What follows belongs to an exercise in optimizing a design on an open flow for small area; a production flow would make more cautious choices. Where RTL was checked, it was by simulation tests only, not by an equivalence proof against the original.

==> v2: inputs <==
==> flow/design.v <==
`timescale 1ns/1ps
package motorPkg;
    localparam int numPhases = 3;
    localparam int numSteps = 6;
    typedef logic [2:0] stepIdxT;
    typedef logic [11:0] pwmLenT;
    typedef logic [15:0] levelT;
endpackage
module carryChain #(
    parameter int N = 16
) (
    input  logic [N-1:0] g,
    input  logic [N-1:0] p,
    input  logic         cin,
    output logic [N:0]   carry
);
    localparam int NG = (N + 3) / 4;
    logic [NG:0] groupCarry;
    assign groupCarry[0] = cin;
    for (genvar k = 0; k < NG; k++) begin : genGroup
        localparam int LO = 4 * k;
        localparam int HI = (4 * k + 3 < N - 1) ? 4 * k + 3 : N - 1;
        logic groupG;
        logic groupP;
        always_comb begin
            groupG = 1'b0;
            groupP = 1'b1;
            for (int i = LO; i <= HI; i++) begin
                groupG = g[i] | (p[i] & groupG);
                groupP = groupP & p[i];
            end
        end
        assign groupCarry[k+1] = groupG | (groupP & groupCarry[k]);
        assign carry[LO] = groupCarry[k];
        for (genvar i = LO; i < HI; i++) begin : genInner
            assign carry[i+1] = g[i] | (p[i] & carry[i]);
        end
    end
    assign carry[N] = groupCarry[NG];
endmodule
`timescale 1ns/1ps
package regPkg;
    typedef logic [5:0] regAddrT;
    localparam regAddrT ctrlAddr = 6'd0;
    localparam regAddrT stepLenAddr = 6'd1;
    localparam regAddrT levelBase = 6'd16;
    localparam regAddrT levelStride = 6'd8;
    typedef struct packed {
        logic [6:0]     pad;
        logic           enable;
        logic [11:0] pwmMin;
        logic [11:0] pwmLen;
    } ctrlViewT;
    typedef struct packed {
        logic [7:0]  pad;
        logic [23:0] stepLen;
    } stepViewT;
    typedef struct packed {
        logic [15:0]     pad;
        logic [15:0] level;
    } levelViewT;
    typedef union packed {
        ctrlViewT  ctrlView;
        stepViewT  stepView;
        levelViewT levelView;
    } regWordT;
endpackage
`timescale 1ns/1ps
module motorRegs (
    input  logic                clk,
    input  logic                rstN,
    input  logic                regWe,
    input  logic [5:0]          regAddr,
    input  logic [31:0]         regWdata,
    input  logic [2:0]          stepIdx,
    output logic                enable,
    output logic [11:0]         pwmLen,
    output logic [11:0]         pwmMin,
    output logic [23:0]         stepLen,
    output logic [47:0]         levels
);
    logic [15:0] levelTable [3][6];
    logic [31:0] wdata;
    assign wdata = regWdata & {32{rstN}};
    always_ff @(posedge clk) begin
        if (!rstN || (regWe && regAddr == 6'd0)) begin
            pwmLen <= wdata[11:0];
            pwmMin <= wdata[23:12];
            enable <= wdata[24];
        end
    end
    always_ff @(posedge clk) begin
        if (!rstN || (regWe && regAddr == 6'd1)) begin
            stepLen <= wdata[23:0];
        end
    end
    for (genvar p = 0; p < 3; p++) begin : genPhase
        for (genvar s = 0; s < 6; s++) begin : genStep
            always_ff @(posedge clk) begin
                if (!rstN || (regWe && regAddr == 6'(16 + 8 * p + s))) begin
                    levelTable[p][s] <= wdata[15:0];
                end
            end
        end
        assign levels[p*16 +: 16] = levelTable[p][stepIdx];
    end
endmodule
`timescale 1ns/1ps
module stepSequencer (
    input  logic        clk,
    input  logic        rstN,
    input  logic        enable,
    input  logic [23:0] stepLen,
    output logic [2:0]  stepIdx,
    output logic        stepStart,
    output logic        stepEnd
);
    logic [23:0] countP1;
    logic [23:0] countInc;
    logic [24:0] incCarry;
    logic [24:0] cmpCarry;
    logic        firstCycle;
    assign incCarry[0] = 1'b1;
    for (genvar i = 0; i < 24; i++) begin : genInc
        assign countInc[i] = countP1[i] ^ incCarry[i];
        assign incCarry[i+1] = incCarry[i] & countP1[i];
    end
    carryChain #(.N(24)) cmp0 (
        .g     (countP1 & ~stepLen),
        .p     (countP1 | ~stepLen),
        .cin   (1'b1),
        .carry (cmpCarry)
    );
    assign firstCycle = (countP1 == 24'd1);
    assign stepStart = enable && firstCycle;
    assign stepEnd = enable && !firstCycle && cmpCarry[24];
    always_ff @(posedge clk) begin
        if (!enable || stepEnd) begin
            countP1 <= 24'd1;
        end else begin
            countP1 <= countInc;
        end
    end
    always_ff @(posedge clk) begin
        if (!rstN || !enable) begin
            stepIdx <= '0;
        end else if (stepEnd) begin
            stepIdx <= (stepIdx == 3'd5) ? 3'd0 : stepIdx + 3'd1;
        end
    end
endmodule
`timescale 1ns/1ps
module pwmGenerator (
    input  logic        clk,
    input  logic        rstN,
    input  logic        enable,
    input  logic [11:0] pwmLen,
    input  logic [11:0] pwmMin,
    input  logic        stepEnd,
    input  logic [15:0] level,
    output logic        pwm,
    output logic [15:0] lost
);
    logic [11:0] periodCnt;
    logic [11:0] periodDec;
    logic [12:0] periodBorrow;
    logic        reload;
    logic        reloadQ;
    logic        periodStart;
    logic [11:0] remainder;
    logic [15:0] sum;
    logic [16:0] sumCarry;
    logic [12:0] minCarry;
    logic        loadPulse;
    logic [15:0] pulseCnt;
    logic [15:0] pulseDec;
    logic [16:0] pulseBorrow;
    logic [15:0] balance;
    logic        owed;
    logic [15:0] addend;
    logic [15:0] balanceNext;
    logic [16:0] balanceCarry;
    assign periodBorrow[0] = 1'b1;
    for (genvar i = 0; i < 12; i++) begin : genPeriod
        assign periodDec[i] = periodCnt[i] ^ periodBorrow[i];
        assign periodBorrow[i+1] = periodBorrow[i] & !periodCnt[i];
    end
    assign reload = (periodCnt == 12'd1) || stepEnd || (level == '0) || !enable;
    always_ff @(posedge clk) begin
        reloadQ <= reload;
        periodCnt <= reload ? pwmLen : periodDec;
    end
    assign periodStart = reloadQ && !reload;
    logic [15:0] remWide;
    assign remWide = {4'd0, remainder};
    carryChain #(.N(16)) sumChain (
        .g     (remWide & level),
        .p     (remWide ^ level),
        .cin   (1'b0),
        .carry (sumCarry)
    );
    assign sum = remWide ^ level ^ sumCarry[15:0];
    carryChain #(.N(12)) minChain (
        .g     (sum[11:0] & ~pwmMin),
        .p     (sum[11:0] | ~pwmMin),
        .cin   (1'b1),
        .carry (minCarry)
    );
    assign loadPulse = minCarry[12] || (sum[15:12] != '0);
    always_ff @(posedge clk) begin
        if (!enable || stepEnd || (periodStart && loadPulse)) begin
            remainder <= '0;
        end else if (periodStart) begin
            remainder <= sum[11:0];
        end
    end
    assign pulseBorrow[0] = 1'b1;
    for (genvar i = 0; i < 16; i++) begin : genPulse
        assign pulseDec[i] = pulseCnt[i] ^ pulseBorrow[i];
        assign pulseBorrow[i+1] = pulseBorrow[i] & !pulseCnt[i];
    end
    assign pwm = (pulseCnt != '0);
    always_ff @(posedge clk) begin
        if (!rstN || !enable) begin
            pulseCnt <= '0;
        end else if (periodStart && loadPulse) begin
            pulseCnt <= sum;
        end else if (pwm) begin
            pulseCnt <= pulseDec;
        end
    end
    assign addend = periodStart ? level : {{15{pwm | owed}}, pwm ^ owed};
    carryChain #(.N(16)) balanceChain (
        .g     (balance & addend),
        .p     (balance ^ addend),
        .cin   (1'b0),
        .carry (balanceCarry)
    );
    assign balanceNext = balance ^ addend ^ balanceCarry[15:0];
    always_ff @(posedge clk) begin
        owed <= periodStart && pwm;
        if (!enable || stepEnd) begin
            balance <= '0;
        end else begin
            balance <= balanceNext;
        end
    end
    always_ff @(posedge clk) begin
        if (!rstN || stepEnd) begin
            lost <= balanceNext & {16{rstN}};
        end
    end
endmodule
`timescale 1ns/1ps
module motorPwmTop (
    input  logic        clk,
    input  logic        rstN,
    input  logic        regWe,
    input  logic [5:0]  regAddr,
    input  logic [31:0] regWdata,
    output logic [2:0]  pwm,
    output logic [2:0]  stepIdx,
    output logic        stepStart,
    output logic        stepEnd,
    output logic [47:0] lost,
    output logic [2:0]  lostValid
);
    logic        enable;
    logic [11:0] pwmLen;
    logic [11:0] pwmMin;
    logic [23:0] stepLen;
    logic [47:0] levels;
    logic        reportValid;
    motorRegs regs0 (
        .clk      (clk),
        .rstN     (rstN),
        .regWe    (regWe),
        .regAddr  (regAddr),
        .regWdata (regWdata),
        .stepIdx  (stepIdx),
        .enable   (enable),
        .pwmLen   (pwmLen),
        .pwmMin   (pwmMin),
        .stepLen  (stepLen),
        .levels   (levels)
    );
    stepSequencer seq0 (
        .clk       (clk),
        .rstN      (rstN),
        .enable    (enable),
        .stepLen   (stepLen),
        .stepIdx   (stepIdx),
        .stepStart (stepStart),
        .stepEnd   (stepEnd)
    );
    always_ff @(posedge clk) begin
        if (!rstN) begin
            reportValid <= 1'b0;
        end else begin
            reportValid <= stepEnd;
        end
    end
    assign lostValid = {3{reportValid}};
    for (genvar p = 0; p < 3; p++) begin : genPhase
        pwmGenerator gen (
            .clk     (clk),
            .rstN    (rstN),
            .enable  (enable),
            .pwmLen  (pwmLen),
            .pwmMin  (pwmMin),
            .stepEnd (stepEnd),
            .level   (levels[p*16 +: 16]),
            .pwm     (pwm[p]),
            .lost    (lost[p*16 +: 16])
        );
    end
endmodule
==> flow/flow/run.sh <==
#!/bin/bash
# Standard layout, with synthesis mapping the logic for area (no full-adder
# extraction, an area-oriented ABC script; registers untouched), small port
# buffers and a clock tree of small buffers without dummy loads.
set -euo pipefail
here=$(pwd)
export MY_ABC_SCRIPT=$here/flow/area.abc
bash standard.sh \
  SYNTH_SCRIPT=$here/flow/mysynth.tcl \
  ADDER_MAP_FILE= \
  "BUFFER_PORTS_ARGS=-buffer_cell sky130_fd_sc_hd__buf_1" \
  "CTS_ARGS=-sink_clustering_enable -repair_clock_nets -dont_use_dummy_load -buf_list {sky130_fd_sc_hd__clkbuf_4} -sink_clustering_size 8 -sink_clustering_max_diameter 50" \
  finish > standard.log 2>&1
==> flow/flow/area.abc <==
&get -n
&st
&deepsyn -T 120
&st
&dch
&nf -R 1000 -p
&put
topo
dnsize -c
==> flow/flow/mysynth.tcl <==
proc synth {args} { yosys synth -nofsm -noshare {*}$args }
set fh [open $::env(SCRIPTS_DIR)/synth.tcl]
set txt [read $fh]
close $fh
if {[info exists ::env(MY_ABC_SCRIPT)] && $::env(MY_ABC_SCRIPT) ne ""} {
  set txt [string map [list {log_cmd abc {*}$abc_args} {log_cmd abc -script $::env(MY_ABC_SCRIPT) {*}[lrange $abc_args 2 end]}] $txt]
}
eval $txt
# left out here: clear keep_hierarchy, flatten, clean up, hide names made inside functions, write 1_2_yosys.v
==> flow/standard.sh <==
#!/bin/bash
# synth_recipe.tcl (not shown) runs the flow's synth.tcl, then flattens the netlist and writes it again
# the make line also repeats each setting of config.mk as NAME=value (left out here)
make -C /OpenROAD-flow-scripts/flow DESIGN_CONFIG=/design/flow/config.mk WORK_HOME=/design/flow/orfs CLKGATE_MAP_FILE= SYNTH_SCRIPT=/design/flow/synth_recipe.tcl "${@:-finish}"
==> flow/config.mk <==
export PLATFORM = sky130hd
export DESIGN_NAME = motorPwmTop
export DESIGN_NICKNAME = motorPwmTop
export VERILOG_FILES = /design/flow/design.v
export SDC_FILE = /design/flow/constraint.sdc
export NUM_CORES = 4
export LEC_CHECK = 0
export CAP_MARGIN = 20
export CORE_MARGIN = 2
export CORE_UTILIZATION = 40
export GPL_TIMING_DRIVEN = 0
export SLEW_MARGIN = 20
==> flow/constraint.sdc <==
create_clock -name core_clock -period 8.0 [get_ports {clk}]
set_input_delay 1.6000 -clock core_clock [delete_from_list [all_inputs] [get_ports {clk}]]
set_output_delay 1.6000 -clock core_clock [all_outputs]
set_load 0.01 [all_outputs]
==> v27 (differences from v2) <==
--- a/flow/design.v
+++ b/flow/design.v
@@ -96,2 +96,9 @@
     end
+    logic [5:0] stepSel;
+    assign stepSel[0] = !stepIdx[2] && !stepIdx[1] && !stepIdx[0];
+    assign stepSel[1] = !stepIdx[2] && !stepIdx[1] &&  stepIdx[0];
+    assign stepSel[2] = !stepIdx[2] &&  stepIdx[1] && !stepIdx[0];
+    assign stepSel[3] = !stepIdx[2] &&  stepIdx[1] &&  stepIdx[0];
+    assign stepSel[4] =  stepIdx[2] && !stepIdx[0];
+    assign stepSel[5] =  stepIdx[2] &&  stepIdx[0];
     for (genvar p = 0; p < 3; p++) begin : genPhase
@@ -104,3 +111,6 @@
         end
-        assign levels[p*16 +: 16] = levelTable[p][stepIdx];
+        assign levels[p*16 +: 16] =
+              ({16{stepSel[0]}} & levelTable[p][0]) | ({16{stepSel[1]}} & levelTable[p][1])
+            | ({16{stepSel[2]}} & levelTable[p][2]) | ({16{stepSel[3]}} & levelTable[p][3])
+            | ({16{stepSel[4]}} & levelTable[p][4]) | ({16{stepSel[5]}} & levelTable[p][5]);
     end
@@ -216,3 +226,3 @@
     end
-    assign pulseBorrow[0] = 1'b1;
+    assign pulseBorrow[0] = pwm;
     for (genvar i = 0; i < 16; i++) begin : genPulse
@@ -227,3 +237,3 @@
             pulseCnt <= sum;
-        end else if (pwm) begin
+        end else begin
             pulseCnt <= pulseDec;
==> flow/flow/area.abc (replaced) <==
&get -n
&st
&dch
&nf -R 1000
&put
topo
dnsize -c
Settings changed: CAP_MARGIN 20 to 0, CORE_UTILIZATION 40 to 60, SLEW_MARGIN 20 to 0.
==> v24 (differences from v2) <==
--- a/flow/design.v
+++ b/flow/design.v
@@ -7,35 +7,17 @@
     typedef logic [15:0] levelT;
+    typedef struct packed {
+        logic   enable;
+        pwmLenT pwmLen;
+        pwmLenT pwmMin;
+    } timingCfgT;
+    typedef struct packed {
+        stepIdxT stepIdx;
+        logic    stepStart;
+        logic    stepEnd;
+    } stepStatusT;
+    typedef struct packed {
+        logic signed [15:0] lost;
+        logic               valid;
+    } phaseLostT;
 endpackage
-module carryChain #(
-    parameter int N = 16
-) (
-    input  logic [N-1:0] g,
-    input  logic [N-1:0] p,
-    input  logic         cin,
-    output logic [N:0]   carry
-);
-    localparam int NG = (N + 3) / 4;
-    logic [NG:0] groupCarry;
-    assign groupCarry[0] = cin;
-    for (genvar k = 0; k < NG; k++) begin : genGroup
-        localparam int LO = 4 * k;
-        localparam int HI = (4 * k + 3 < N - 1) ? 4 * k + 3 : N - 1;
-        logic groupG;
-        logic groupP;
-        always_comb begin
-            groupG = 1'b0;
-            groupP = 1'b1;
-            for (int i = LO; i <= HI; i++) begin
-                groupG = g[i] | (p[i] & groupG);
-                groupP = groupP & p[i];
-            end
-        end
-        assign groupCarry[k+1] = groupG | (groupP & groupCarry[k]);
-        assign carry[LO] = groupCarry[k];
-        for (genvar i = LO; i < HI; i++) begin : genInner
-            assign carry[i+1] = g[i] | (p[i] & carry[i]);
-        end
-    end
-    assign carry[N] = groupCarry[NG];
-endmodule
 `timescale 1ns/1ps
@@ -117,26 +99,25 @@
 );
-    logic [23:0] countP1;
-    logic [23:0] countInc;
+    logic [23:0] cycleCnt;
+    logic [23:0] cycleInc;
     logic [24:0] incCarry;
     logic [24:0] cmpCarry;
-    logic        firstCycle;
+    logic        cycleZero;
     assign incCarry[0] = 1'b1;
     for (genvar i = 0; i < 24; i++) begin : genInc
-        assign countInc[i] = countP1[i] ^ incCarry[i];
-        assign incCarry[i+1] = incCarry[i] & countP1[i];
+        assign cycleInc[i] = cycleCnt[i] ^ incCarry[i];
+        assign incCarry[i+1] = incCarry[i] & cycleCnt[i];
     end
-    carryChain #(.N(24)) cmp0 (
-        .g     (countP1 & ~stepLen),
-        .p     (countP1 | ~stepLen),
-        .cin   (1'b1),
-        .carry (cmpCarry)
-    );
-    assign firstCycle = (countP1 == 24'd1);
-    assign stepStart = enable && firstCycle;
-    assign stepEnd = enable && !firstCycle && cmpCarry[24];
+    assign cmpCarry[0] = 1'b1;
+    for (genvar i = 0; i < 24; i++) begin : genCmp
+        assign cmpCarry[i+1] = (cycleInc[i] & !stepLen[i])
+            | (cmpCarry[i] & (cycleInc[i] | !stepLen[i]));
+    end
+    assign cycleZero = (cycleCnt == '0);
+    assign stepStart = enable && cycleZero;
+    assign stepEnd = enable && !cycleZero && cmpCarry[24];
     always_ff @(posedge clk) begin
         if (!enable || stepEnd) begin
-            countP1 <= 24'd1;
+            cycleCnt <= '0;
         end else begin
-            countP1 <= countInc;
+            cycleCnt <= cycleInc;
         end
@@ -193,17 +174,18 @@
     assign periodStart = reloadQ && !reload;
-    logic [15:0] remWide;
-    assign remWide = {4'd0, remainder};
-    carryChain #(.N(16)) sumChain (
-        .g     (remWide & level),
-        .p     (remWide ^ level),
-        .cin   (1'b0),
-        .carry (sumCarry)
-    );
-    assign sum = remWide ^ level ^ sumCarry[15:0];
-    carryChain #(.N(12)) minChain (
-        .g     (sum[11:0] & ~pwmMin),
-        .p     (sum[11:0] | ~pwmMin),
-        .cin   (1'b1),
-        .carry (minCarry)
-    );
+    assign sumCarry[0] = 1'b0;
+    for (genvar i = 0; i < 16; i++) begin : genSum
+        if (i < 12) begin : genFull
+            assign sum[i] = remainder[i] ^ level[i] ^ sumCarry[i];
+            assign sumCarry[i+1] = (remainder[i] & level[i])
+                | (sumCarry[i] & (remainder[i] ^ level[i]));
+        end else begin : genHalf
+            assign sum[i] = level[i] ^ sumCarry[i];
+            assign sumCarry[i+1] = level[i] & sumCarry[i];
+        end
+    end
+    assign minCarry[0] = 1'b1;
+    for (genvar i = 0; i < 12; i++) begin : genMin
+        assign minCarry[i+1] = (sum[i] & !pwmMin[i])
+            | (minCarry[i] & (sum[i] | !pwmMin[i]));
+    end
     assign loadPulse = minCarry[12] || (sum[15:12] != '0);
@@ -221,3 +203,3 @@
     end
-    assign pwm = (pulseCnt != '0);
+    assign pwm = !pulseBorrow[16];
     always_ff @(posedge clk) begin
@@ -232,9 +214,8 @@
     assign addend = periodStart ? level : {{15{pwm | owed}}, pwm ^ owed};
-    carryChain #(.N(16)) balanceChain (
-        .g     (balance & addend),
-        .p     (balance ^ addend),
-        .cin   (1'b0),
-        .carry (balanceCarry)
-    );
-    assign balanceNext = balance ^ addend ^ balanceCarry[15:0];
+    assign balanceCarry[0] = 1'b0;
+    for (genvar i = 0; i < 16; i++) begin : genBalance
+        assign balanceNext[i] = balance[i] ^ addend[i] ^ balanceCarry[i];
+        assign balanceCarry[i+1] = (balance[i] & addend[i])
+            | (balanceCarry[i] & (balance[i] ^ addend[i]));
+    end
     always_ff @(posedge clk) begin
==> flow/flow/run.sh (replaced) <==
#!/bin/bash
bash standard.sh > standard.log 2>&1
Settings changed: GPL_TIMING_DRIVEN 0 to default.
removed: flow/flow/area.abc
removed: flow/flow/mysynth.tcl
==> notes <==
v27 went through all stages and came out clean. v2 finished with timing, DRC and antenna clean. v24 finished with setup timing left.
In sequential cell count, v27 and v2 do not differ.
First-iteration DRC count: v27 < v2 < v24.
The highest final cell count belongs to v24, the lowest to v27.
The lowest setup slack belongs to v24, the highest to v27.
Die area, lowest first: v27, v2, v24.
For v24, only the layout was checked, not whether the RTL still works.

[separate check: timing with driven ports]
The results above use ideal ports. As a check the final layouts listed here were re-extracted and re-timed, cells and wires unchanged.
Step 1 sets driving cells, clkbuf_16 on the clock port and buf_2 on the other inputs (assumed; they add their load-dependent delay and slew).
Step 2 moves the port delays by t, midway between the first and last clock arrival at a register: inputs arrive t later, outputs are due t later. That takes back most of the time a late clock gives input paths.
Three values: ideal, step 1, step 2; two values: the first two.
| run | t (ns) | slack for setup (ns) | worst hold slack (ns) |
|---|---|---|---|
| v2 | 0.887 | 0.282 / 0.282 / 0.282 | 0.488 / 0.488 / 0.488 |
| v27 | 0.808 | 0.488 / 0.488 / 0.488 | 0.465 / 0.465 / 0.465 |
| v24 | 0.666 | -3.130 / -3.130 / -3.130 | 0.455 / 0.455 / 0.455 |
